This design comes from an exercise in tuning for a short achievable clock period and few clock cycles on the open sky130 flow, not from production work.
The RTL was checked by simulation tests, not by an equivalence proof against the original design.
Power is estimated from default activity; no workload was simulated.

### flow/design.v
`default_nettype none
package riscv_pkg;
    localparam int unsigned xlen     = 32;
    localparam int unsigned nregs    = 32;
    localparam logic [xlen-1:0] reset_pc = '0;
    typedef logic [xlen-1:0] word_t;
    typedef logic [4:0]      reg_addr_t;
    typedef logic [11:0]     imm_i_raw_t;
    typedef logic [11:0]     imm_s_raw_t;
    typedef logic [12:0]     imm_b_raw_t;
    typedef logic [20:0]     imm_j_raw_t;
    typedef enum logic [6:0] {
        opc_op     = 7'b0110011,
        opc_op_imm = 7'b0010011,
        opc_load   = 7'b0000011,
        opc_store  = 7'b0100011,
        opc_branch = 7'b1100011,
        opc_jal    = 7'b1101111,
        opc_jalr   = 7'b1100111,
        opc_system = 7'b1110011
    } opcode_e;
    typedef enum logic [3:0] {
        alu_add,
        alu_sub,
        alu_and,
        alu_or,
        alu_xor,
        alu_slt,
        alu_sll,
        alu_srl,
        alu_sra
    } aluop_e;
    typedef enum logic [1:0] {
        immsrc_i,
        immsrc_s,
        immsrc_b,
        immsrc_j
    } immsrc_e;
    typedef enum logic [1:0] {
        res_alu,
        res_mem,
        res_pc_plus4
    } resultsrc_e;
    typedef enum logic [1:0] {
        st_idle,
        st_run,
        st_halt
    } core_state_e;
    typedef struct packed {
        opcode_e    opcode;
        logic [2:0] funct3;
        logic       funct7_5;
        reg_addr_t  rs1;
        reg_addr_t  rs2;
        reg_addr_t  rd;
        imm_i_raw_t imm_i_raw;
        imm_s_raw_t imm_s_raw;
        imm_b_raw_t imm_b_raw;
        imm_j_raw_t imm_j_raw;
    } instr_fields_t;
    typedef struct packed {
        logic       reg_write;
        logic       mem_write;
        logic       alu_src;
        aluop_e     alu_control;
        immsrc_e    imm_src;
        resultsrc_e result_src;
        logic       branch;
        logic       branch_ne;
        logic       jump;
        logic       jump_reg;
        logic       halt_req;
    } ctrl_t;
    typedef struct packed {
        word_t addr;
        word_t wdata;
        logic  we;
    } dmem_req_t;
endpackage
`default_nettype wire
`timescale 1ns/1ps
`default_nettype none
module ks_add #(
    parameter int W = 32
) (
    input  logic [W-1:0] a,
    input  logic [W-1:0] b,
    input  logic         cin,
    output logic [W-1:0] s,
    output logic         cout
);
    localparam int LV = (W + 1 > 32) ? 6 : (W + 1 > 16) ? 5 : (W + 1 > 8) ? 4 :
                        (W + 1 > 4) ? 3 : (W + 1 > 2) ? 2 : 1;
    logic [W:0] g [0:LV];
    logic [W:0] p [0:LV];
    logic [W:0] x;
    assign g[0] = {a & b, cin};
    assign p[0] = {a ^ b, 1'b0};
    assign x    = p[0];
    for (genvar l = 0; l < LV; l++) begin : g_lv
        for (genvar i = 0; i <= W; i++) begin : g_bit
            if (i >= (1 << l)) begin : g_op
                assign g[l+1][i] = g[l][i] | (p[l][i] & g[l][i-(1<<l)]);
                assign p[l+1][i] = p[l][i] & p[l][i-(1<<l)];
            end else begin : g_pass
                assign g[l+1][i] = g[l][i];
                assign p[l+1][i] = p[l][i];
            end
        end
    end
    assign s    = x[W:1] ^ g[LV][W-1:0];
    assign cout = g[LV][W];
endmodule
`default_nettype wire
`timescale 1ns/1ps
`default_nettype none
module riscv_core (
    input  logic        clk,
    input  logic        rst_n,
    output logic [31:0] imem_addr,
    input  logic [31:0] imem_rdata,
    output logic [64:0] dmem_req,
    input  logic [31:0] dmem_rdata,
    output logic        halted,
    output logic [31:0] instret
);
    logic [31:0] pc_q;
    logic        halted_q;
    logic [31:0] instret_q;
    logic [31:0] rf [1:31];
    logic        lk_v;
    logic [4:0]  lk_rd;
    logic [31:0] lk_val;
    logic        e_valid;
    logic        e_ld, e_st, e_br, e_jalr, e_halt, e_link;
    logic        e_wr;
    logic [4:0]  e_rd;
    logic        e_ne, e_pred, e_jp;
    logic        s_add, s_sub, s_sll, s_slt, s_xor, s_srl, s_sra, s_or, s_and;
    logic [31:0] e_a, e_op2, e_bv;
    logic        e_jal;
    logic [31:0] e_pc, e_pc4, e_off, e_lkv;
    logic        m_valid;
    logic        m_ld;
    logic [4:0]  m_rd;
    logic [31:0] m_res;
    logic [31:0] m_wdata;
    logic        m_st;
    logic        rp_q;
    logic [31:0] rp_pc_q;
    logic [31:0] ins;
    logic [6:0]  opc;
    logic [4:0]  rs1, rs2, rd;
    logic [2:0]  f3;
    logic        f_op, f_opi, f_ld, f_st, f_br, f_jal, f_jalr, f_halt;
    logic        use1, use2, f_wr, f_imm;
    logic [31:0] imm_i, imm_s;
    assign ins  = imem_rdata;
    assign opc  = ins[6:0];
    assign rs1  = ins[19:15];
    assign rs2  = ins[24:20];
    assign rd   = ins[11:7];
    assign f3   = ins[14:12];
    assign f_op   = (opc == 7'b0110011);
    assign f_opi  = (opc == 7'b0010011);
    assign f_ld   = (opc == 7'b0000011);
    assign f_st   = (opc == 7'b0100011);
    assign f_br   = (opc == 7'b1100011);
    assign f_jal  = (opc == 7'b1101111);
    assign f_jalr = (opc == 7'b1100111);
    assign f_halt = !(f_op || f_opi || f_ld || f_st || f_br || f_jal || f_jalr);
    assign use1  = f_op || f_opi || f_ld || f_st || f_br || f_jalr;
    assign use2  = f_op || f_st || f_br;
    assign f_imm = f_opi || f_ld || f_st || f_jalr;
    assign f_wr  = (f_op || f_opi || f_ld || f_jal || f_jalr) && (rd != 5'd0);
    assign imm_i = {{20{ins[31]}}, ins[31:20]};
    assign imm_s = {{20{ins[31]}}, ins[31:25], ins[11:7]};
    logic        pc_lo;
    logic [31:0] pc4;
    logic [13:0] bl, rl, jl;
    logic        j_near;
    logic [31:0] tgt_b, tgt_j, tgt_r;
    assign pc_lo = (pc_q[31:12] == 20'd0);
    assign pc4   = pc_q + 32'd4;
    ks_add #(.W(14)) u_bl (
        .a({2'b00, pc_q[11:0]}),
        .b({ins[31], ins[31], ins[7], ins[30:25], ins[11:8], 1'b0}),
        .cin(1'b0), .s(bl), .cout()
    );
    assign j_near = (ins[19:12] == {8{ins[31]}});
    ks_add #(.W(14)) u_jl (
        .a({2'b00, pc_q[11:0]}),
        .b({ins[31], ins[12], ins[20], ins[30:21], 1'b0}),
        .cin(1'b0), .s(jl), .cout()
    );
    ks_add #(.W(14)) u_rl (
        .a({1'b0, lk_val[12:0]}),
        .b({{2{ins[31]}}, ins[31:20]}),
        .cin(1'b0), .s(rl), .cout()
    );
    assign tgt_b = {{18{bl[13]}}, bl};
    assign tgt_j = {{18{jl[13]}}, jl};
    assign tgt_r = {{18{rl[13]}}, rl[13:1], 1'b0};
    logic pred_b, jp;
    logic pred_j;
    assign pred_j = f_jal && pc_lo && j_near;
    assign pred_b = f_br && pc_lo && (ins[31] || f3[0]);
    assign jp     = f_jalr && lk_v && (rs1 == lk_rd);
    logic [31:0] alu;
    logic [31:0] rv1, rv2;
    assign rv1 = (rs1 == 5'd0) ? 32'd0 : rf[rs1];
    assign rv2 = (rs2 == 5'd0) ? 32'd0 : rf[rs2];
    logic m1e, m1m, m2e, m2m;
    assign m1e = e_valid && e_wr && (rs1 == e_rd);
    assign m1m = m_valid && (rs1 == m_rd);
    assign m2e = e_valid && e_wr && (rs2 == e_rd);
    assign m2m = m_valid && (rs2 == m_rd);
    logic [31:0] wb, fwd1, fwd2;
    assign wb   = m_ld ? dmem_rdata : m_res;
    assign fwd1 = m1e ? alu : (m1m ? wb : rv1);
    assign fwd2 = m2e ? alu : (m2m ? wb : rv2);
    logic stall;
    assign stall = e_valid && e_ld && ((use1 && m1e) || (use2 && m2e));
    logic [31:0] a, op2, bv, sum, diff;
    logic        slt, taken, redirect;
    logic [31:0] redir_pc;
    assign a   = e_a;
    assign op2 = e_op2;
    assign bv  = e_bv;
    logic c_sum, c_diff;
    ks_add #(.W(32)) u_sum  (.a(a), .b(op2),  .cin(1'b0), .s(sum),  .cout(c_sum));
    ks_add #(.W(32)) u_diff (.a(a), .b(~op2), .cin(1'b1), .s(diff), .cout(c_diff));
    assign slt  = (a[31] != op2[31]) ? a[31] : diff[31];
    assign alu = ({32{s_add}}  & sum) |
                 ({32{s_sub}}  & diff) |
                 ({32{s_sll}}  & (a << op2[4:0])) |
                 ({32{s_slt}}  & {31'd0, slt}) |
                 ({32{s_xor}}  & (a ^ op2)) |
                 ({32{s_srl}}  & (a >> op2[4:0])) |
                 ({32{s_sra}}  & 32'($signed(a) >>> op2[4:0])) |
                 ({32{s_or}}   & (a | op2)) |
                 ({32{s_and}}  & (a & op2)) |
                 ({32{e_link}} & e_pc4);
    logic [31:0] e_tgt;
    logic        c_tgt;
    ks_add #(.W(32)) u_tgt (.a(e_pc), .b(e_off), .cin(1'b0), .s(e_tgt), .cout(c_tgt));
    assign taken    = (a == bv) != e_ne;
    assign redirect = e_valid && ((e_br && (taken != e_pred)) ||
                                  (e_jal && !e_pred) ||
                                  (e_jalr && !(e_jp && (a == e_lkv))));
    assign redir_pc = e_jalr ? {sum[31:1], 1'b0} : ((e_br && !taken) ? e_pc4 : e_tgt);
    logic kill, issue;
    assign kill  = redirect || rp_q || (e_valid && e_halt) || halted_q;
    assign issue = !kill && !stall;
    logic        redir_any, sel_j, sel_b, sel_r, sel_o;
    logic [31:0] pc_o, pc_d;
    assign redir_any = redirect || rp_q;
    assign pc_o  = rp_q ? rp_pc_q : (redirect ? redir_pc : pc4);
    assign sel_j = !redir_any && pred_j;
    assign sel_b = !redir_any && pred_b;
    assign sel_r = !redir_any && jp;
    assign sel_o = redir_any || !(pred_j || pred_b || jp);
    assign pc_d  = ({32{sel_j}} & tgt_j) | ({32{sel_b}} & tgt_b) |
                   ({32{sel_r}} & tgt_r) | ({32{sel_o}} & pc_o);
    always_ff @(posedge clk) begin
        if (!rst_n) begin
            pc_q <= 32'd0;
        end else begin
            pc_q <= pc_d;
        end
    end
    always_ff @(posedge clk) begin
        if (!rst_n) begin
            rp_q <= 1'b0;
        end else begin
            rp_q <= stall && !halted_q;
        end
        rp_pc_q <= pc_q;
    end
    always_ff @(posedge clk) begin
        if (!rst_n) begin
            e_valid   <= 1'b0;
            m_valid   <= 1'b0;
            m_st      <= 1'b0;
            halted_q  <= 1'b0;
            instret_q <= 32'd0;
            lk_v      <= 1'b0;
        end else begin
            e_valid  <= issue;
            m_valid  <= e_valid && e_wr;
            m_st     <= e_valid && e_st;
            if (e_valid && e_halt) halted_q <= 1'b1;
            if (e_valid && !e_halt) instret_q <= instret_q + 32'd1;
            if (f_wr) begin
                if (f_jal || f_jalr) lk_v <= pc_lo;
                else if (rd == lk_rd) lk_v <= 1'b0;
            end
        end
    end
    always_ff @(posedge clk) begin
        if (f_wr && (f_jal || f_jalr)) begin
            lk_rd  <= rd;
            lk_val <= pc4;
        end
    end
    always_ff @(posedge clk) begin
        e_ld     <= f_ld;
        e_st     <= f_st;
        e_br     <= f_br;
        e_jalr   <= f_jalr;
        e_halt   <= f_halt;
        e_link   <= f_jal || f_jalr;
        e_wr     <= f_wr;
        e_rd     <= rd;
        e_ne     <= f3[0];
        e_pred   <= pred_b || pred_j;
        e_jal    <= f_jal;
        e_jp     <= jp;
        s_add    <= (f_op && ((f3 == 3'b000 && !ins[30]) || f3 == 3'b011)) ||
                    (f_opi && (f3 == 3'b000 || f3 == 3'b011)) || f_ld || f_st;
        s_sub    <= f_op && f3 == 3'b000 && ins[30];
        s_sll    <= (f_op || f_opi) && f3 == 3'b001;
        s_slt    <= (f_op || f_opi) && f3 == 3'b010;
        s_xor    <= (f_op || f_opi) && f3 == 3'b100;
        s_srl    <= (f_op && f3 == 3'b101 && !ins[30]) || (f_opi && f3 == 3'b101);
        s_sra    <= f_op && f3 == 3'b101 && ins[30];
        s_or     <= (f_op || f_opi) && f3 == 3'b110;
        s_and    <= (f_op || f_opi) && f3 == 3'b111;
        e_a      <= fwd1;
        e_bv     <= fwd2;
        e_op2    <= f_imm ? (f_st ? imm_s : imm_i) : fwd2;
        e_pc     <= pc_q;
        e_pc4    <= pc4;
        e_lkv    <= lk_val;
        e_off    <= f_jal ? {{11{ins[31]}}, ins[31], ins[19:12], ins[20], ins[30:21], 1'b0}
                          : {{19{ins[31]}}, ins[31], ins[7], ins[30:25], ins[11:8], 1'b0};
    end
    always_ff @(posedge clk) begin
        m_ld    <= e_ld;
        m_rd    <= e_rd;
        m_res   <= alu;
        m_wdata <= bv;
    end
    always_ff @(posedge clk) begin
        if (m_valid) begin
            rf[m_rd] <= wb;
        end
    end
    assign imem_addr = pc_q;
    assign dmem_req  = {m_res, m_wdata, m_st};
    assign halted    = halted_q;
    assign instret   = instret_q;
endmodule
`default_nettype wire
### flow/flow/run.sh
#!/bin/bash
# The standard layout (standard.sh) with these changes:
#  - synthesis: synth_recipe.tcl unchanged except that ORFS's final ABC
#    mapping call runs flow/abc_delay.script (strash; dch; map; sizing)
#    instead of abc_speed.script, whose area recovery turns the design's
#    prefix adders into chains of maj3 cells;
#  - ADDER_MAP_FILE empty: no full/half adder cell extraction, for the same
#    reason;
#  - SETUP_SLACK_MARGIN 8: timing repair keeps working on paths well inside
#    the 11 ns clock.
# Registers, their names and cell types, the SDC, clock period and I/O
# constraints are the standard flow's. Each tool's log stays in orfs/logs.
set -uo pipefail
here=$PWD
{
  head -1 synth_recipe.tcl
  cat <<'TCL'
proc abc {args} {
  set i [lsearch -exact $args -script]
  if {$i >= 0} { set args [lreplace $args $i [expr {$i + 1}] -script $::env(MY_ABC_SCRIPT)] }
  yosys abc {*}$args
}
TCL
  tail -n +2 synth_recipe.tcl
} > my_synth.tcl
export MY_ABC_SCRIPT=$here/flow/abc_delay.script
sed "s#SYNTH_SCRIPT=[^ ]*#SYNTH_SCRIPT=$here/my_synth.tcl#" standard.sh > my_standard.sh
grep -q "SYNTH_SCRIPT=$here/my_synth.tcl" my_standard.sh || { echo "could not set synthesis script"; exit 1; }
bash my_standard.sh ADDER_MAP_FILE= SETUP_SLACK_MARGIN=8 finish > flow_make.log 2>&1
status=$?
exit $status
### flow/flow/abc_delay.script
strash
dch
map
buffer -c
topo
stime -c
upsize -c
dnsize -c
### flow/standard.sh
#!/bin/bash
# synth_recipe.tcl (not shown) runs the flow's synth.tcl, then flattens the netlist and writes it again
# the make line also repeats each setting of config.mk as NAME=value (left out here)
make -C /OpenROAD-flow-scripts/flow DESIGN_CONFIG=/design/flow/config.mk WORK_HOME=/design/flow/orfs CLKGATE_MAP_FILE= SYNTH_SCRIPT=/design/flow/synth_recipe.tcl "${@:-finish}"
### flow/config.mk
export PLATFORM = sky130hd
export DESIGN_NAME = riscv_core
export DESIGN_NICKNAME = riscv_core
export VERILOG_FILES = /design/flow/design.v
export SDC_FILE = /design/flow/constraint.sdc
export NUM_CORES = 4
export LEC_CHECK = 0
export CAP_MARGIN = 20
export CORE_MARGIN = 2
export CORE_UTILIZATION = 40
export SLEW_MARGIN = 20
### flow/constraint.sdc
create_clock -name core_clock -period 11.0 [get_ports {clk}]
set_input_delay 2.2000 -clock core_clock [delete_from_list [all_inputs] [get_ports {clk}]]
set_output_delay 2.2000 -clock core_clock [all_outputs]
set_load 0.01 [all_outputs]
==> out/metrics.cfg, run 1 <==
[floorplanning]
rows = 159
pin_count = 196
start_util = 0.401
fp.dieW_um = 438
die_area_um2 = 192000
die_y_um = 438
core_um2 = 187000

[timing]
tns_ns = 0
relSlewSlack = 0.186
hold_viol_final = 0
min_period_ns = 3.70
post-route-period-util = 0.337
max_freq_ghz = 0.270
setup_viol = 0
rsz0062_at_grt = yes
tightest_slew_ns = 1.21
slew_viol_final = 0
skew_ns = 0.0818

[synthesis]
ys_warn_count = 7
synth-main-ff-cell = edfxtp_1
synth.net_count = 8843
synth_top_family_by_area = compound AO/OA/AOI/OAI gates
synth-seq-area-share = 0.511
synth_top_area_share = 0.411
synthSimpleGateAreaFrac = 0.182
syn_area_per_cell_um2 = 8.57
synth_fa_ha_area_frac = 0
synth_top_area_cell = edfxtp_1
synth_compound_area_frac = 0.234
synth_xor_area_frac = 0.0112
synth_seq_cells = 1404
ys_types = 80
synth_mux_area_frac = 0.00744
netlist_instances = 8777
async_flop_share = 0
ys_top_cells_by_count = 1411 x nor2_1, 1392 x o21ai_0, 1029 x edfxtp_1
syn_area_um2 = 75200
post-synth-top-count-cell = nor2_1
synth_area_leaders = edfxtp_1 41%, dfxtp_1 10%, o21ai_0 9.3%
synth_edf_count = 1029

[grt]
grt_start_max_net_pins = 80
antenna_found_initial = 41
first_global_vias = 75200
grt_pass1_wl_um = 603000
grt.total_usage = 0.449
gr-total-overflow = 0

[power_and_ir_drop]
power_density_nw_per_um2 = 143
cellLeakagePower_nw = 37.4
vdd_drop_max_uv = 150

[critical_path]
crit_type = in2reg
critical_path.cell_chain = buf_16 -> buf_12 -> buf_16 -> buf_6 -> buf_16 -> o21ai_2 -> o22ai_2 -> o211ai_1 -> nand3_2 -> a32o_2 -> o211ai_1 -> nand2_1
critPathMostFrequentCell = buf_16
required_ns = 11.68
critPathCaptureType = flop
path_max_fanout = 8
start_kind = input pin
cp.arrival_ns = 4.39
slowest_stage = o211ai_1
cpPeakStageDelay_ns = 0.35

[placed_design]
dp_hpwl_um = 252000
portBuffers = 195
dp.cells = 11000
post_dp_cell_area_um2 = 79900
gp_routability_congestion = 1.10

[job]
max_cap_violations = 0

[routing]
dr.first_iter.drc_count = 16600
vias = 84000
drcViolationCount = 0
drt-pass1-iter-count = 12
wl_met2_um = 183000
routedWlPerCell_um = 37.8
routed.top_layer = met5
drt_wl_total_um = 455000
drt-met1-wl_um = 147000
ant_nets = 0
wl_met3_um = 71200
via_per_inst = 6.97

[clocking]
cts_tree = done
cts.reportedPaths.clkPinSlew_ns = 0.07
cts.hold.buffers_added = 0
clk_path_buf_depth = 3
cts_max_level = 4
cts_made_buffers = 159
cts_sinks = 1404
cts_root_buffer = clkbuf_16
clkLatencyLatePin_ns = 0.87

[layout]
multi_input_area_um2 = 37600
design_area_um2 = 101000
final_cells = 12100
area_growth_pct = 34.4
register_area_um2 = 38800
fillers = 16300
nets = 9469
drive_above_1_share = 0.244

[run_status]
outcome = timing/DRC/antenna clean

[worst_hold_path]
hold_class = reg2reg

state kept, by name, indices dropped and copies added, names as in the netlist, 30 cells and up:
signal and count:
e_pc4 30, lk_val 32, instret_q 32, rf 992
e_a 32, e_bv 32, e_lkv 32, rp_pc_q 32
pc_q 32, m_res 32, e_op2 32, m_wdata 32
layout make-up:
class | count | area share
Antenna cell | 28 | 0.000693
Clock buffer | 215 | 0.0437
Clock inverter | 71 | 0.00702
Inverter | 454 | 0.0210
Multi-Input combinational cell | 6339 | 0.372
Sequential cell | 1404 | 0.383
Tap cell | 2495 | 0.0309
Timing Repair Buffer | 1008 | 0.135
Timing Repair inverter | 37 | 0.00557
timing repair:
item | in CTS | in global routing
setup buffers | 394 | 146
gates resized for setup | 2130 | 479
gates cloned | 145 | 22
setup endpoints to repair | 579 | 549
endpoints found under the hold margin | 0 | 0
pin swaps | 269 | 199
layout by cell type (no fill, tap or decap), types with 58 or more instances in the layout:
| master | synthesis | routed |
|---|---|---|
| dfxtp_2 | 0 | 83 |
| o211ai_1 | 117 | 117 |
| o221ai_1 | 156 | 132 |
| nor3_1 | 76 | 58 |
| dfxtp_1 | 375 | 225 |
| nor2_4 | 3 | 91 |
| dfxtp_4 | 0 | 67 |
| nand2_2 | 4 | 69 |
| buf_4 | 18 | 444 |
| buf_6 | 9 | 180 |
| o21ai_1 | 6 | 205 |
| a21oi_2 | 1 | 81 |
| xor2_1 | 65 | 63 |
| o21ai_0 | 1392 | 1131 |
| nor2_2 | 8 | 70 |
| a22oi_1 | 131 | 118 |
| inv_1 | 423 | 382 |
| buf_16 | 0 | 110 |
| clkbuf_16 | 0 | 175 |
| a21oi_1 | 548 | 457 |
| nand4_1 | 196 | 196 |
| nor2_1 | 1411 | 1262 |
| nand3_1 | 378 | 285 |
| buf_12 | 0 | 125 |
| o22ai_1 | 282 | 246 |
| edfxtp_1 | 1029 | 1029 |
| nand2_1 | 1003 | 897 |
critical path, delay by kind of cell:
family | cells | cell delay (ns)
compound gates | 5 | 1.07
buf+inv | 5 | 0.76
simple gates | 2 | 0.33
where the power goes:
part	switching, mW	internal, mW
Sequential	0.193	5.72
Clock	2.38	3.00
Combinational	2.16	0.993
Total	4.73	9.71
metal layers:
metal  vias up  global-route usage
li1      33300                   -
met1     39700               0.515
met2      8301               0.637
met3      2679               0.187
met4        38               0.400
met5         -             0.00328
kinds of logic after synthesis:
logic type             count (synthesis)
AO/OA/AOI/OAI                       2967
buffers and inverters               1039
flip-flops                          1404
AND/OR/NAND/NOR                     3219
multiplexers                          52
XOR/XNOR                              96
path summary, 6_finish.rpt:
check               to  slack (ns)  cells past startpoint           start
max          e_op2[25]        7.30                     12  imem_rdata[20]
max reg2reg   pc_q[16]        7.35                     10        pc_q[24]
min          e_lkv[13]        0.33                      0      lk_val[13]
min reg2reg  e_lkv[13]        0.33                      0      lk_val[13]
through the flow:
stage | hold WS, ns | utilization | power (mW) | setup slack (ns)
floorplan | 0.323 | - | 7.23 | 7.08
finish | 0.333 | 0.539 | 14.4 | 7.30
global placement | 0.329 | 0.426 | 8.19 | 4.13
detailed placement | 0.330 | 0.426 | 8.18 | 4.61
CTS | 0.334 | 0.520 | 14.0 | 7.40
global route | 0.348 | 0.539 | 14.6 | 7.31
Testbench counts, summed over its fixed seeds: cycles 47,385.
==> run 2: changes to the inputs <==
--- a/flow/design.v
+++ b/flow/design.v
@@ -137,7 +137,8 @@
     logic [4:0]  e_rd;
     logic        e_ne, e_pred, e_jp;
     logic        s_add, s_sub, s_sll, s_slt, s_xor, s_srl, s_sra, s_or, s_and;
-    logic [31:0] e_a, e_op2, e_bv;
+    logic [31:0] e_a, e_bv, e_imm;
+    logic        e_useimm;
     logic        e_jal;
     logic [31:0] e_pc, e_pc4, e_off, e_lkv;
     logic        m_valid;
@@ -145,6 +146,7 @@
     logic [4:0]  m_rd;
     logic [31:0] m_res;
     logic [31:0] m_wdata;
+    logic [31:0] m_addr;
     logic        m_st;
     logic        rp_q;
     logic [31:0] rp_pc_q;
@@ -225,7 +227,7 @@
     logic        slt, taken, redirect;
     logic [31:0] redir_pc;
     assign a   = e_a;
-    assign op2 = e_op2;
+    assign op2 = e_useimm ? e_imm : e_bv;
     assign bv  = e_bv;
     logic c_sum, c_diff;
     ks_add #(.W(32)) u_sum  (.a(a), .b(op2),  .cin(1'b0), .s(sum),  .cout(c_sum));
@@ -328,7 +330,8 @@
         s_and    <= (f_op || f_opi) && f3 == 3'b111;
         e_a      <= fwd1;
         e_bv     <= fwd2;
-        e_op2    <= f_imm ? (f_st ? imm_s : imm_i) : fwd2;
+        e_imm    <= f_st ? imm_s : imm_i;
+        e_useimm <= f_imm;
         e_pc     <= pc_q;
         e_pc4    <= pc4;
         e_lkv    <= lk_val;
@@ -339,6 +342,9 @@
         m_ld    <= e_ld;
         m_rd    <= e_rd;
         m_res   <= alu;
+    end
+    always_ff @(posedge clk) begin
+        m_addr  <= sum;
         m_wdata <= bv;
     end
     always_ff @(posedge clk) begin
@@ -347,7 +353,7 @@
         end
     end
     assign imem_addr = pc_q;
-    assign dmem_req  = {m_res, m_wdata, m_st};
+    assign dmem_req  = {m_addr, m_wdata, m_st};
     assign halted    = halted_q;
     assign instret   = instret_q;
 endmodule
==> out/metrics.cfg, run 2 <==
[run_status]
outcome = timing/DRC/antenna clean

[routing]
drt-pass1-iter-count = 14
dr.first_iter.drc_count = 17000
via_per_inst = 7.04
ant_nets = 0
vias = 86200
routedWlPerCell_um = 39.2
drcViolationCount = 0
drt_wl_total_um = 481000

[timing]
post-route-period-util = 0.351
max_freq_ghz = 0.259
slew_viol_final = 0
hold_viol_final = 0
setup_viol = 0
min_period_ns = 3.87
rsz0062_at_grt = yes
tightest_slew_ns = 1.28
tns_ns = 0
relSlewSlack = 0.141
hold_ws_ns = 0.315
skew_ns = 0.0616

[clocking]
cts.hold.buffers_added = 0
cts_max_level = 4
cts_made_buffers = 159
clk_path_buf_depth = 3
cts_root_buffer = clkbuf_16
cts_tree = done
clkLatencyLatePin_ns = 0.86
cts_sinks = 1410
cts.reportedPaths.clkPinSlew_ns = 0.06

[synthesis]
synth.net_count = 8943
synth_top_family_by_area = compound AO/OA/AOI/OAI gates
post-synth-top-count-cell = nor2_1
ys_types = 86
ys_warn_count = 7
synth_area_leaders = edfxtp_1 40%, dfxtp_1 10%, o21ai_0 8.5%
synth-main-ff-cell = edfxtp_1
synthSimpleGateAreaFrac = 0.184
synth_xor_area_frac = 0.0118
synth_fa_ha_area_frac = 0
syn_area_per_cell_um2 = 8.60
synth-seq-area-share = 0.505
synth_top_area_cell = edfxtp_1
synth_top_area_share = 0.405
synth_compound_area_frac = 0.238
ys_top_cells_by_count = 1321 x nor2_1, 1291 x o21ai_0, 1081 x nand2_1
async_flop_share = 0
synth_seq_cells = 1410
synth_edf_count = 1029
syn_area_um2 = 76300
synth_mux_area_frac = 0.00785
netlist_instances = 8877

[layout]
top_register = rf
layout_commonest_cell = nor2_1
multi_input_area_um2 = 39900
register_area_um2 = 38900
area_growth_pct = 36.4
largest_reg_flops = 992
final_cell_mix = 1169 x nor2_1, 1029 x edfxtp_1, 1022 x o21ai_0, 913 x nand2_1, 545 x buf_4
nets = 9650
drive_above_1_share = 0.271
fillers = 16700

[power_and_ir_drop]
p_sw_mw = 5.26
power_density_nw_per_um2 = 147
p_seq_frac = 0.390
switching_share = 0.343
combPwrFrac = 0.260
clkPwrFrac = 0.350
p_total_mw = 15.3
vdd_drop_max_uv = 152
p_int_mw = 10.1
cellLeakagePower_nw = 38.2

[job]
max_cap_violations = 0

[critical_path]
cp.arrival_ns = 4.56
path_max_fanout = 5
cpPeakStageDelay_ns = 0.61
start_kind = input pin
slowest_stage = o211ai_1
required_ns = 11.69
crit_type = in2reg
critPathMostFrequentCell = buf_12
critPathCaptureType = flop
critical_path.cell_chain = buf_16 -> inv_16 -> buf_8 -> nor2_4 -> buf_12 -> buf_6 -> buf_12 -> o21ai_2 -> o22ai_1 -> a21oi_1 -> o211ai_1 -> a221oi_2 -> a41oi_1

[grt]
first_global_vias = 77600
gr-total-overflow = 0
grt.total_usage = 0.469
antenna_found_initial = 49
grt_pass1_wl_um = 633000
grt_start_max_net_pins = 92

[placed_design]
gp_routability_congestion = 1.06
dp_hpwl_um = 264000
portBuffers = 195

[floorplanning]
start_util = 0.402
core_um2 = 190000
pin_count = 196
rows = 160
die_area_um2 = 194000
fp.dieW_um = 441
die_y_um = 441

[worst_hold_path]
hold_class = reg2reg

run 2: changes by cell type after synthesis, sizes merged, moves of 47 or more:
cell	previous run	this run
a21oi	549	500
nand2	1007	1090
nand3	379	426
a41oi	33	81
o21ai	1402	1349
nor2	1422	1328
run 2: metal layers:
layer  GRT usage  up-vias  share of wire
met2       0.644     8303           0.39
met5      0.0161        -         0.0023
met4       0.367       52           0.10
met3       0.208     2488           0.16
met1       0.569    41300           0.34
li1            -    34100              -
run 2: kinds of logic after synthesis:
logic type / count (synthesis)
muxes: 56
AOI/OAI and AO/OA: 2989
xor gates and xnor gates: 103
and+or+nand+nor: 3271
buffers and inverters: 1048
DFF: 1410
run 2: what timing repair did:
item,in CTS,in global routing
endpoints found under the hold margin,0,0
setup buffers,471,151
cloned,153,20
pin swaps,358,239
resized for setup,2269,592
endpoints found under the setup margin,672,705
run 2: cell type report:
type	instances	share of cell area
Antenna cell	26	0.000625
Clock buffer	204	0.0409
Clock inverter	91	0.00880
Inverter	458	0.0196
Multi-Input combinational cell	6425	0.383
Sequential cell	1410	0.374
Tap cell	2511	0.0302
Timing Repair Buffer	1109	0.140
Timing Repair inverter	21	0.00308
run 2: path summary, 6_finish.rpt:
path / startpoint / to / slack [ns] / cells after the start
worst min register to register: lk_val[22] / e_lkv[22] / 0.31 / 0
worst min-delay path: lk_val[22] / e_lkv[22] / 0.31 / 0
worst max-delay path: imem_rdata[16] / e_a[22] / 7.13 / 13
worst max register to register: e_a[27] / pc_q[21] / 7.50 / 13
run 2: power by group through the flow:
stage	registers (mW)	clock network, mW	logic (mW)
6_report	5.98	5.36	3.98
5_1_grt	5.97	5.56	4.01
4_1_cts	5.95	5.34	3.38
3_5_place_dp	6.07	0	2.58
3_3_place_gp	6.07	0	2.58
2_1_floorplan	5.98	0	1.44
run 2: through the flow:
step	instance area (um^2)	instances	utilization	setup slack, ns
6_report	104000	12300	0.549	7.13
5_1_grt	104000	12200	0.548	7.32
4_1_cts	100000	12100	0.527	7.33
3_5_place_dp	81100	11100	0.427	4.60
3_3_place_gp	81100	11100	0.427	4.75
2_1_floorplan	77500	8877	-	7.10
run 2: critical path, delay by kind of cell:
kind                   cells  cell delay (ns)
AO/OA/AOI/OAI              6             1.40
AND/OR/NAND/NOR            1             0.12
buffers and inverters      6             0.78
Testbench counts of run 2, summed over its fixed seeds: cycles 47,385.
==> run 3: changes to the inputs <==
--- a/flow/design.v
+++ b/flow/design.v
@@ -127,6 +127,8 @@
     logic [31:0] pc_q;
     logic        halted_q;
     logic [31:0] instret_q;
+    logic [31:0] pc_out;
+    logic [31:0] instret_out;
     logic [31:0] rf [1:31];
     logic        lk_v;
     logic [4:0]  lk_rd;
@@ -272,6 +274,14 @@
         end
     end
     always_ff @(posedge clk) begin
+        if (!rst_n || halted_q) begin
+            pc_out <= 32'd0;
+        end else begin
+            pc_out <= pc_d;
+        end
+        instret_out <= instret_q;
+    end
+    always_ff @(posedge clk) begin
         if (!rst_n) begin
             rp_q <= 1'b0;
         end else begin
@@ -352,9 +362,9 @@
             rf[m_rd] <= wb;
         end
     end
-    assign imem_addr = pc_q;
+    assign imem_addr = pc_out;
     assign dmem_req  = {m_addr, m_wdata, m_st};
     assign halted    = halted_q;
-    assign instret   = instret_q;
+    assign instret   = instret_out;
 endmodule
 `default_nettype wire
==> out/metrics.cfg, run 3 <==
[run_status]
outcome = timing/DRC/antenna clean

[critical_path]
critPathCaptureType = flop
required_ns = 11.66
crit_type = in2reg
path_max_fanout = 28
cp.arrival_ns = 4.49
start_kind = input pin

[synthesis]
synth_area_leaders = edfxtp_1 40%, dfxtp_1 11%, o21ai_0 8.6%
post-synth-top-count-cell = nor2_1
synth-main-ff-cell = edfxtp_1
synth_top_area_share = 0.398
synth.net_count = 9044
async_flop_share = 0
syn_area_um2 = 77700
synth-seq-area-share = 0.512
netlist_instances = 8978
synth_seq_cells = 1474
synth_edf_count = 1029
ys_top_cells_by_count = 1356 x nor2_1, 1339 x o21ai_0, 1042 x nand2_1
syn_area_per_cell_um2 = 8.66
synth_top_area_cell = edfxtp_1
ys_warn_count = 7
ys_types = 75

[placed_design]
dp_hpwl_um = 273000
gp_routability_congestion = 1.04
portBuffers = 195

[power_and_ir_drop]
cellLeakagePower_nw = 39.4
p_total_mw = 15.9
vdd_drop_max_uv = 138
power_density_nw_per_um2 = 148

[timing]
relSlewSlack = 0.227
hold_viol_final = 0
min_period_ns = 3.83
skew_ns = 0.100
setup_viol = 0
tightest_slew_ns = 1.16
tns_ns = 0
post-route-period-util = 0.348
max_freq_ghz = 0.261
rsz0062_at_grt = yes
slew_viol_final = 0

[grt]
first_global_vias = 79500
busiest_layer = met2
grt_start_max_net_pins = 97
grt.total_usage = 0.455
gr-usage-met3 = 0.174
gr-total-overflow = 0
antenna_found_initial = 37
grt_pass1_wl_um = 633000
met2_usage = 0.660
grt_use_met1 = 0.527

[clocking]
cts_tree = done
cts_root_buffer = clkbuf_16
cts_made_buffers = 160
cts_sinks = 1474
cts.reportedPaths.clkPinSlew_ns = 0.06
cts_max_level = 4
clk_path_buf_depth = 3
cts.hold.buffers_added = 0
clkLatencyLatePin_ns = 0.91

[layout]
multi_input_area_um2 = 41200
fillers = 16500
final_cell_mix = 1144 x nor2_1, 1029 x edfxtp_1, 1011 x o21ai_0, 834 x nand2_1, 547 x buf_4
drive_above_1_share = 0.292
area_growth_pct = 38.4
nets = 9804
largest_reg_flops = 992
register_area_um2 = 40100
top_register = rf
layout_commonest_cell = nor2_1

[worst_hold_path]
hold_class = reg2reg

[routing]
drt-pass1-iter-count = 10
dr.first_iter.drc_count = 15600
drcViolationCount = 0
vias = 86900
via_per_inst = 7.00
drt_wl_total_um = 474000
routedWlPerCell_um = 38.1
ant_nets = 0

[floorplanning]
start_util = 0.403
core_um2 = 193000
rows = 161
fp.dieW_um = 445
die_y_um = 445
die_area_um2 = 198000
pin_count = 196

[job]
max_cap_violations = 0

==> run 3: cell types whose count changed in the layout (fill, tap and decap cells not counted), sizes merged, moves of 8 or more <==
| cell | change |
|---|---|
| clkbuf | +14 |
| nand2 | -46 |
| o21ai | +33 |
| buf | +74 |
| dfxtp | +64 |
| mux2i | -8 |
| nor3 | +15 |
| clkinv | -18 |
| a21oi | +8 |
| nor2 | +28 |
| inv | -25 |
| a41oi | +29 |
==> run 3: final cells by class <==
cell class / instances / area share
multi-input cells: 6473 / 0.383
repair buffers: 1185 / 0.145
inverters: 428 / 0.0180
clock buffers: 218 / 0.0411
flip-flops and latches: 1474 / 0.373
repair inverters: 16 / 0.00231
well taps: 2526 / 0.0294
clock inverters: 79 / 0.00863
diodes: 30 / 0.000698
==> run 3: cell families after synthesis <==
| group | share of synthesized area |
|---|---|
| muxes | 0.00683 |
| and+or+nand+nor | 0.178 |
| buffers and inverters | 0.0523 |
| xor gates and xnor gates | 0.0110 |
| AOI/OAI and AO/OA | 0.239 |
| DFF | 0.512 |
==> run 3: stage by stage <==
stage                util  hold slack, ns  std cells  worst slack, ns  area [um^2]
global route        0.558           0.346      12400             7.21       108000
finish              0.558           0.341      12400             7.17       108000
detailed placement  0.429           0.327      11300             4.10        82600
CTS                 0.531           0.341      12200             7.40       102000
floorplan               -           0.323       8978             7.08        79300
global placement    0.428           0.329      11300             4.14        82600
==> run 3: path summary, 6_finish.rpt <==
path	slack, ns	end	depth (start not counted)	from
worst min-delay path	0.34	e_lkv[17]	0	lk_val[17]
worst max-delay path	7.17	e_a[25]	11	imem_rdata[16]
worst max register to register	7.33	pc_q[26]	13	e_imm[11]
worst min register to register	0.34	e_lkv[17]	0	lk_val[17]
==> run 3: per-layer routing <==
layer | vias to the layer above | share of wire
met5 | - | 0.00034
met4 | 21 | 0.11
met3 | 2490 | 0.15
met2 | 8075 | 0.41
met1 | 41700 | 0.33
li1 | 34700 | -
==> run 3: critical path, stage by stage <==
cell and delay (ns):
buf_16 0.14, buf_4 0.19, buf_16 0.23, buf_16 0.24, a21oi_1 0.07, o21ai_1 0.13
a21oi_1 0.15, a211oi_2 0.28, a21oi_2 0.10, a221oi_4 0.57, a41oi_2 0.07
==> run 3: power breakdown <==
part / total [mW] / internal (mW) / switching, mW
combinational: 4.12 / 1.41 / 2.71
clock: 5.55 / 3.08 / 2.47
sequential: 6.22 / 6.02 / 0.201
total: 15.9 / 10.5 / 5.38
==> run 3: what timing repair did <==
item / 4_1_cts / 5_1_grt
setup endpoints to repair: 738 / 608
gates cloned: 152 / 18
setup buffers: 489 / 188
gates resized for setup: 2409 / 775
pin swaps: 447 / 369
Testbench counts of run 3, summed over its fixed seeds: cycles 47,385.
==> run 4: changes to the inputs <==
--- a/flow/design.v
+++ b/flow/design.v
@@ -127,8 +127,6 @@
     logic [31:0] pc_q;
     logic        halted_q;
     logic [31:0] instret_q;
-    logic [31:0] pc_out;
-    logic [31:0] instret_out;
     logic [31:0] rf [1:31];
     logic        lk_v;
     logic [4:0]  lk_rd;
@@ -139,8 +137,7 @@
     logic [4:0]  e_rd;
     logic        e_ne, e_pred, e_jp;
     logic        s_add, s_sub, s_sll, s_slt, s_xor, s_srl, s_sra, s_or, s_and;
-    logic [31:0] e_a, e_bv, e_imm;
-    logic        e_useimm;
+    logic [31:0] e_a, e_op2, e_bv;
     logic        e_jal;
     logic [31:0] e_pc, e_pc4, e_off, e_lkv;
     logic        m_valid;
@@ -148,7 +145,6 @@
     logic [4:0]  m_rd;
     logic [31:0] m_res;
     logic [31:0] m_wdata;
-    logic [31:0] m_addr;
     logic        m_st;
     logic        rp_q;
     logic [31:0] rp_pc_q;
@@ -229,7 +225,7 @@
     logic        slt, taken, redirect;
     logic [31:0] redir_pc;
     assign a   = e_a;
-    assign op2 = e_useimm ? e_imm : e_bv;
+    assign op2 = e_op2;
     assign bv  = e_bv;
     logic c_sum, c_diff;
     ks_add #(.W(32)) u_sum  (.a(a), .b(op2),  .cin(1'b0), .s(sum),  .cout(c_sum));
@@ -274,14 +270,6 @@
         end
     end
     always_ff @(posedge clk) begin
-        if (!rst_n || halted_q) begin
-            pc_out <= 32'd0;
-        end else begin
-            pc_out <= pc_d;
-        end
-        instret_out <= instret_q;
-    end
-    always_ff @(posedge clk) begin
         if (!rst_n) begin
             rp_q <= 1'b0;
         end else begin
@@ -340,8 +328,7 @@
         s_and    <= (f_op || f_opi) && f3 == 3'b111;
         e_a      <= fwd1;
         e_bv     <= fwd2;
-        e_imm    <= f_st ? imm_s : imm_i;
-        e_useimm <= f_imm;
+        e_op2    <= f_imm ? (f_st ? imm_s : imm_i) : fwd2;
         e_pc     <= pc_q;
         e_pc4    <= pc4;
         e_lkv    <= lk_val;
@@ -352,9 +339,6 @@
         m_ld    <= e_ld;
         m_rd    <= e_rd;
         m_res   <= alu;
-    end
-    always_ff @(posedge clk) begin
-        m_addr  <= sum;
         m_wdata <= bv;
     end
     always_ff @(posedge clk) begin
@@ -362,9 +346,9 @@
             rf[m_rd] <= wb;
         end
     end
-    assign imem_addr = pc_out;
-    assign dmem_req  = {m_addr, m_wdata, m_st};
+    assign imem_addr = pc_q;
+    assign dmem_req  = {m_res, m_wdata, m_st};
     assign halted    = halted_q;
-    assign instret   = instret_out;
+    assign instret   = instret_q;
 endmodule
 `default_nettype wire
--- a/flow/flow/run.sh
+++ b/flow/flow/run.sh
@@ -6,7 +6,7 @@
 #    prefix adders into chains of maj3 cells;
 #  - ADDER_MAP_FILE empty: no full/half adder cell extraction, for the same
 #    reason;
-#  - SETUP_SLACK_MARGIN 8: timing repair keeps working on paths well inside
+#  - SETUP_SLACK_MARGIN 7.6: timing repair keeps working on paths well inside
 #    the 11 ns clock.
 # Registers, their names and cell types, the SDC, clock period and I/O
 # constraints are the standard flow's. Each tool's log stays in orfs/logs.
@@ -26,6 +26,6 @@
 export MY_ABC_SCRIPT=$here/flow/abc_delay.script
 sed "s#SYNTH_SCRIPT=[^ ]*#SYNTH_SCRIPT=$here/my_synth.tcl#" standard.sh > my_standard.sh
 grep -q "SYNTH_SCRIPT=$here/my_synth.tcl" my_standard.sh || { echo "could not set synthesis script"; exit 1; }
-bash my_standard.sh ADDER_MAP_FILE= SETUP_SLACK_MARGIN=8 finish > flow_make.log 2>&1
+bash my_standard.sh ADDER_MAP_FILE= SETUP_SLACK_MARGIN=7.6 finish > flow_make.log 2>&1
 status=$?
 exit $status
==> out/metrics.cfg, run 4 <==
[synthesis]
synth_seq_cells = 1404
synth-main-ff-cell = edfxtp_1
syn_area_um2 = 75200
synth-seq-area-share = 0.511
async_flop_share = 0
synth.net_count = 8843
synth_area_leaders = edfxtp_1 41%, dfxtp_1 10%, o21ai_0 9.3%
post-synth-top-count-cell = nor2_1
synth_edf_count = 1029
synth_top_area_cell = edfxtp_1
ys_top_cells_by_count = 1411 x nor2_1, 1392 x o21ai_0, 1029 x edfxtp_1
ys_warn_count = 7
synth_top_area_share = 0.411
ys_types = 80
syn_area_per_cell_um2 = 8.57
netlist_instances = 8777

[timing]
hold_ws_ns = 0.341
rsz0062_at_grt = yes
tns_ns = 0
slew_viol_final = 0
min_period_ns = 3.71
skew_ns = 0.106
tightest_slew_ns = 1.26
setup_viol = 0
post-route-period-util = 0.337
relSlewSlack = 0.162
max_freq_ghz = 0.270
hold_viol_final = 0

[critical_path]
critPathCaptureType = flop
cpPeakStageDelay_ns = 0.39
cp-startpoint = imem_rdata[20]
critical_path.top_delay_family = compound AO/OA/AOI/OAI gates
path_buf_inv = 4
required_ns = 11.65
path_max_fanout = 47
critical_path.cell_chain = buf_16 -> buf_4 -> buf_6 -> buf_16 -> o21ai_0 -> o22ai_1 -> a22oi_2 -> nand3_2 -> a32o_2 -> o21ai_1 -> o21ai_0
cp.arrival_ns = 4.36
slowest_stage = a32o_2
timing.rr.start = s_xor
regToRegSetupSlack_ns = 7.41
start_kind = input pin
crit_type = in2reg

[routing]
via_per_inst = 6.91
vias = 81900
drt-pass1-iter-count = 10
drt_wl_total_um = 448000
routedWlPerCell_um = 37.8
drcViolationCount = 0
ant_nets = 0
dr.first_iter.drc_count = 15300

[placed_design]
dp_hpwl_um = 262000
gp_routability_congestion = 1.05
post_dp_cell_area_um2 = 79900
portBuffers = 195

[clocking]
cts_max_level = 4
clkLatencyLatePin_ns = 0.87
cts_sinks = 1404
cts.reportedPaths.clkPinSlew_ns = 0.06
cts_made_buffers = 155
cts.hold.buffers_added = 0
cts_root_buffer = clkbuf_16
cts_tree = done
clk_path_buf_depth = 3

[power_and_ir_drop]
p_seq_frac = 0.413
power_density_nw_per_um2 = 148
p_sw_mw = 4.67
clkPwrFrac = 0.384
cellLeakagePower_nw = 35.6
p_total_mw = 14.3
p_int_mw = 9.68
combPwrFrac = 0.203
vdd_drop_max_uv = 124
switching_share = 0.325

[grt]
grt_pass1_wl_um = 594000
first_global_vias = 73800
antenna_found_initial = 36
grt.total_usage = 0.442
grt_start_max_net_pins = 91
gr-total-overflow = 0

[floorplanning]
core_um2 = 187000
start_util = 0.401
rows = 159
die_area_um2 = 192000
fp.dieW_um = 438
pin_count = 196
die_y_um = 438

[layout]
final_cell_mix = 1257 x nor2_1, 1207 x o21ai_0, 1029 x edfxtp_1, 933 x nand2_1, 490 x a21oi_1
design_area_um2 = 96800
layout_commonest_cell = nor2_1
largest_reg_flops = 992
nets = 9262
drive_above_1_share = 0.213
fillers = 16700
area_growth_pct = 28.7
top_register = rf

[job]
max_cap_violations = 0

[worst_hold_path]
min_from = lk_val[14]
hold_class = reg2reg

[run_status]
outcome = timing/DRC/antenna clean

-- run 4: area by class of cell --
type,instances,area (um^2),area share
antenna,21,52.6,0.000543
sequential,1404,38800,0.400
clock inverter,78,997,0.0103
inverter,454,2040,0.0211
timing repair inverter,16,179,0.00185
clock buffer,210,4280,0.0442
tap,2495,3120,0.0322
timing repair buffer,829,11000,0.113
multi-input combinational,6336,36400,0.376
-- run 4: repair_timing --
action                                 in CTS  in global routing
endpoints found under the hold margin       0                  0
pin swaps                                 165                225
setup buffers                             296                 85
cloned                                     97                 23
setup endpoints to repair                 376                308
gates resized for setup                  1687                450
-- run 4: cell families after synthesis --
kind of cell	Yosys count	share of synthesized area
compound gates	2967	0.234
buf+inv	1039	0.0547
flops	1404	0.511
mux	52	0.00744
simple gates	3219	0.182
xor+xnor	96	0.0112
-- run 4: worst register-to-register path, cell delays in order, from the launching register on --
cell and delay (ns):
dfxtp_2 0.31, buf_4 0.47, clkinv_1 0.80, o221ai_1 1.10, a21oi_4 0.14, o211ai_1 0.15, buf_4 0.24, nor2_1 0.14
a21oi_1 0.16
-- run 4: stage by stage --
step	util	std cells	worst slack, ns
6_report	0.517	11800	7.29
3_3_place_gp	0.426	11000	4.55
5_1_grt	0.516	11800	7.29
4_1_cts	0.501	11700	7.37
3_5_place_dp	0.426	11000	4.48
2_1_floorplan	-	8777	7.08
-- run 4: path summary, 6_finish.rpt --
check              endpoint  depth (start not counted)
hold / removal    e_lkv[14]                          0
hold reg to reg   e_lkv[14]                          0
setup / recovery  e_op2[28]                         11
setup reg to reg     e_a[9]                          8
-- run 4: power by group through the flow --
stage          logic [mW]  registers [mW]  clock network (mW)
2_1_floorplan        1.34            5.89                   0
3_3_place_gp         2.23            6.02                   0
3_5_place_dp         2.22            6.01                   0
4_1_cts              2.63            5.90                5.47
5_1_grt              2.98            5.91                5.68
6_report             2.92            5.93                5.51
-- run 4: layer usage --
| metal | vias to the layer above | share of wire | track usage |
|---|---|---|---|
| met3 | 2154 | 0.15 | 0.155 |
| met2 | 7634 | 0.41 | 0.647 |
| li1 | 32900 | - | - |
| met5 | - | 0.00094 | 0 |
| met4 | 24 | 0.10 | 0.342 |
| met1 | 39200 | 0.34 | 0.530 |
Testbench counts of run 4, summed over its fixed seeds: cycles 47,385.

## port drivers added, routing unchanged
How much do the figures lean on ideal ports? The routed layouts below were timed once more, with nothing changed but the port constraints. Step 1: set_driving_cell puts a clkbuf_16 on clk and a buf_2 on each other input, an assumption about the parent block. Step 2 also shifts input and output timing later by t, the mid clock arrival at the registers, as if the neighbouring blocks saw the same clock. Three values: ideal, step 1, step 2; two values: the first two.
| run | shift t [ns] | setup slack, ns | worst setup path at the end | clock arrival spread, ns | cell pins on the clock port's net |
|---|---|---|---|---|---|
| run 1 | 0.919 | 7.297 / 7.045 / 6.126 | input to register | 0.082 / 0.082 | 1 |
| run 2 | 0.925 | 7.135 / 6.655 / 5.730 | input to register | 0.067 / 0.067 | 1 |
| run 3 | 0.943 | 7.169 / 6.967 / 6.025 | input to register | 0.101 / 0.101 | 1 |
| run 4 | 0.909 | 7.290 / 7.048 / 6.139 | input to register | 0.113 / 0.113 | 1 |
After both steps setup and hold are still met in every run listed. For run 2, which loses most, drivers alone change the setup slack by -0.480 ns; drivers and shift together by -1.405 ns.
